What follows belongs to an exercise in optimizing a design on an open flow for small area; a production flow would make more cautious choices.
Where RTL was checked, it was by simulation tests only, not by an equivalence proof against the original.
Power and IR drop assume default switching activity.

==> module row_mux, before the edit <==
module row_mux (
	input  logic [20-1:0]               sel,
	input  logic [20*10-1:0]   d,
	output logic [10-1:0]               y
);
	always_comb begin
		y = '0;
		for (int q = 0; q < 20; q++) y |= sel[q] ? d[q*10 +: 10] : '0;
	end
endmodule
export LEC_CHECK = 0
export CAP_MARGIN = 20
export CORE_MARGIN = 2
export CORE_UTILIZATION = 60
export PLACE_DENSITY = 0.7
export SLEW_MARGIN = 20
export SYNTH_HIERARCHICAL = 1
create_clock -name core_clock -period 10.0 [get_ports {clk}]
standard.sh (not shown) runs the stock make flow with config.mk's settings and CLKGATE_MAP_FILE= SYNTH_SCRIPT=/design/flow/synth_recipe.tcl, a recipe that flattens the netlist after the stock synthesis.
==> flow/flow/run.sh <==
#!/bin/bash
# The standard layout (standard.sh) with two changes:
#  - each port gets the smallest buffer, buf_1, as its port buffer
#  - clock tree synthesis inserts no dummy loads
# The full output of the flow goes to standard.log in the work folder.
cd "$(dirname "$0")/.."
export BUFFER_PORTS_ARGS="-buffer_cell sky130_fd_sc_hd__buf_1"
export CTS_ARGS="-sink_clustering_enable -repair_clock_nets -sink_clustering_size 16 -sink_clustering_max_diameter 80 -buf_list sky130_fd_sc_hd__clkbuf_8 -dont_use_dummy_load"
bash standard.sh > standard.log 2>&1
The first run passed the timing, DRC and antenna checks.
Change:
--- a/flow/design.v
+++ b/flow/design.v
@@ -5,7 +5,30 @@
 	output logic [10-1:0]               y
 );
+	logic [10-1:0] g_n [7];
+	logic [20:0] sel21;
+	logic [21*10-1:0] d21;
+	assign sel21 = {1'b0, sel};
+	assign d21 = {{10{1'b0}}, d};
+	for (genvar g = 0; g < 7; g++) begin : grp
+		row_mux3 u_g (
+			.sel (sel21[3*g +: 3]),
+			.d   (d21[3*g*10 +: 3*10]),
+			.y_n (g_n[g])
+		);
+	end
 	always_comb begin
 		y = '0;
-		for (int q = 0; q < 20; q++) y |= sel[q] ? d[q*10 +: 10] : '0;
+		for (int g = 0; g < 7; g++) y |= ~g_n[g];
+	end
+endmodule
+module row_mux3 (
+	input  logic [2:0]                 sel,
+	input  logic [3*10-1:0]   d,
+	output logic [10-1:0]     y_n
+);
+	always_comb begin
+		for (int c = 0; c < 10; c++) begin
+			y_n[c] = !((sel[0] && d[c]) || (sel[1] && d[10 + c]) || (sel[2] && d[2*10 + c]));
+		end
 	end
 endmodule
After rerunning: Cell area went up by 1.4%; total power went up by 2.5%; non-clock buffer count went down by 12; synthesized area went up by 2.8%; first-iteration DRC count went up by 72%; register-to-register slack improves by 0.19 ns; via count went up by 3.0%; setup slack improves by 0.24 ns; cell count went up by 2.2%.
Only the layout flow was run in the second run of this note; the RTL was not checked for function there.

--- another note on this design; it stands on its own ---

Setup of rev 12:
// tetris_core
module tetris_core (
	input  logic                    clk,
	input  logic                    reset,
	input  logic                    tick,
	input  logic                    start,
	input  logic                    left,
	input  logic                    right,
	input  logic                    rotate,
	input  logic                    down,
	input  logic [2:0]              next_kind,
	input  logic [5-1:0]       row_sel,
	output logic [10-1:0]  row_bits,
	output logic                    playing,
	output logic                    game_over,
	output logic [10-1:0]     lines,
	output logic [6-1:0]     level
);
Size in the first run: ~1000 cells after synthesis, about 270 flip-flops, about 44 I/O pins, about 11000 um2 of cells after synthesis.
Settings: LEC_CHECK=0, CAP_MARGIN=20, CORE_MARGIN=2, CORE_UTILIZATION=60, CTS_BUF_LIST=sky130_fd_sc_hd__clkbuf_16, CTS_CLUSTER_DIAMETER=100, CTS_CLUSTER_SIZE=25, PLACE_DENSITY=0.7, SLEW_MARGIN=20, SYNTH_HIERARCHICAL=1; clock period 10.0 ns.
run.sh (not shown) runs the stock make flow with config.mk's settings and CLKGATE_MAP_FILE= SYNTH_SCRIPT=/design/flow/synth_recipe.tcl, a recipe that flattens the netlist after the stock synthesis.
Input-level comparison between rev 13 and rev 12:
==> flow/flow/run.sh (new file) <==
#!/bin/bash
# The standard layout (standard.sh) with two changes:
#  - each port gets the smallest buffer, buf_1, as its port buffer
#  - clock tree synthesis inserts no dummy loads
# The full output of the flow goes to standard.log in the work folder.
cd "$(dirname "$0")/.."
export BUFFER_PORTS_ARGS="-buffer_cell sky130_fd_sc_hd__buf_1"
export CTS_ARGS="-sink_clustering_enable -repair_clock_nets -sink_clustering_size 25 -sink_clustering_max_diameter 100 -buf_list sky130_fd_sc_hd__clkbuf_16 -dont_use_dummy_load"
bash standard.sh > standard.log 2>&1
==> flow/standard.sh (new file) <==
#!/bin/bash
# synth_recipe.tcl (not shown) runs the flow's synth.tcl, then flattens the netlist and writes it again
# the make line also repeats each setting of config.mk as NAME=value (left out here)
make -C /OpenROAD-flow-scripts/flow DESIGN_CONFIG=/design/flow/config.mk WORK_HOME=/design/flow/orfs CLKGATE_MAP_FILE= SYNTH_SCRIPT=/design/flow/synth_recipe.tcl "${@:-finish}"
-- flow/config.mk --
<<< rev 12, line 10
export CORE_UTILIZATION = 60
export CTS_BUF_LIST = sky130_fd_sc_hd__clkbuf_16
export CTS_CLUSTER_DIAMETER = 100
export CTS_CLUSTER_SIZE = 25
export PLACE_DENSITY = 0.7
>>> rev 13, line 10
export CORE_UTILIZATION = 75
export PLACE_DENSITY = 0.85
removed: flow/run.sh
### Flow results
The flow did not stop early for rev 13: all stages ran, and the layout cleared the timing, DRC and antenna checks. Comparing rev 12 and rev 13, total power of the final layout is lower on rev 13. Summary: with rev 12 as the reference, number of standard cells in the layout, taps in and fillers out in rev 13 moved down by a few percent. Diff rev 12..rev 13 | area after synthesis | unchanged. Core utilization: rev 13 higher than rev 12. Maximum number of pins on one net before global-route repair (rev 13 over rev 12): decrease, 1. Relative to rev 12, via count of the first global-routing pass has gone up in rev 13. Between rev 12 and rev 13, effective utilization at floorplan is higher for rev 13, rev 12 comes in under that. Between rev 13 and rev 12, it is rev 13 whose total wire length is higher, by about 0.9%. Relative to rev 12, worst hold slack has decreased by 0.0034 ns in rev 13.

==> separate check: timing with driven ports <==
The results above use ideal ports. As a check the final layouts listed here were re-extracted and re-timed, cells and wires unchanged.
Step 1 (the two cells are an assumption about what drives the block):
set clk [get_ports {clk}]
set_driving_cell -lib_cell sky130_fd_sc_hd__clkbuf_16 $clk
set_driving_cell -lib_cell sky130_fd_sc_hd__buf_2 [delete_from_list [all_inputs] $clk]
Step 2 moves the port delays by t, midway between the first and last clock arrival at a register: inputs arrive t later, outputs are due t later. That takes back most of the time a late clock gives input paths.
Slacks: no drivers / after step 1 / after step 2; pairs: no drivers / after step 1.
| run | shift t [ns] | slack for setup (ns) | worst setup path after step 2 | latest minus earliest clock arrival (ns) | slew at the worst register clock pin (ns) |
|---|---|---|---|---|---|
| the first run of note 1 | 0.568 | 2.178 / 2.155 / 2.155 | input to output | 0.028 / 0.027 | 0.10 / 0.10 |
| the second run of note 1 | 0.556 | 2.417 / 2.396 / 2.396 | input to output | 0.051 / 0.051 | 0.11 / 0.11 |
| rev 12 | 0.520 | 1.390 / 1.369 / 1.369 | input to output | 0.024 / 0.024 | 0.11 / 0.11 |
| rev 13 | 0.520 | 2.132 / 2.114 / 2.114 | input to output | 0.027 / 0.027 | 0.10 / 0.10 |
After both steps setup and hold are still met in every run listed. The setup slack of the first run of note 1, which loses most, moves by -0.023 ns with the drivers and by -0.023 ns with both steps.
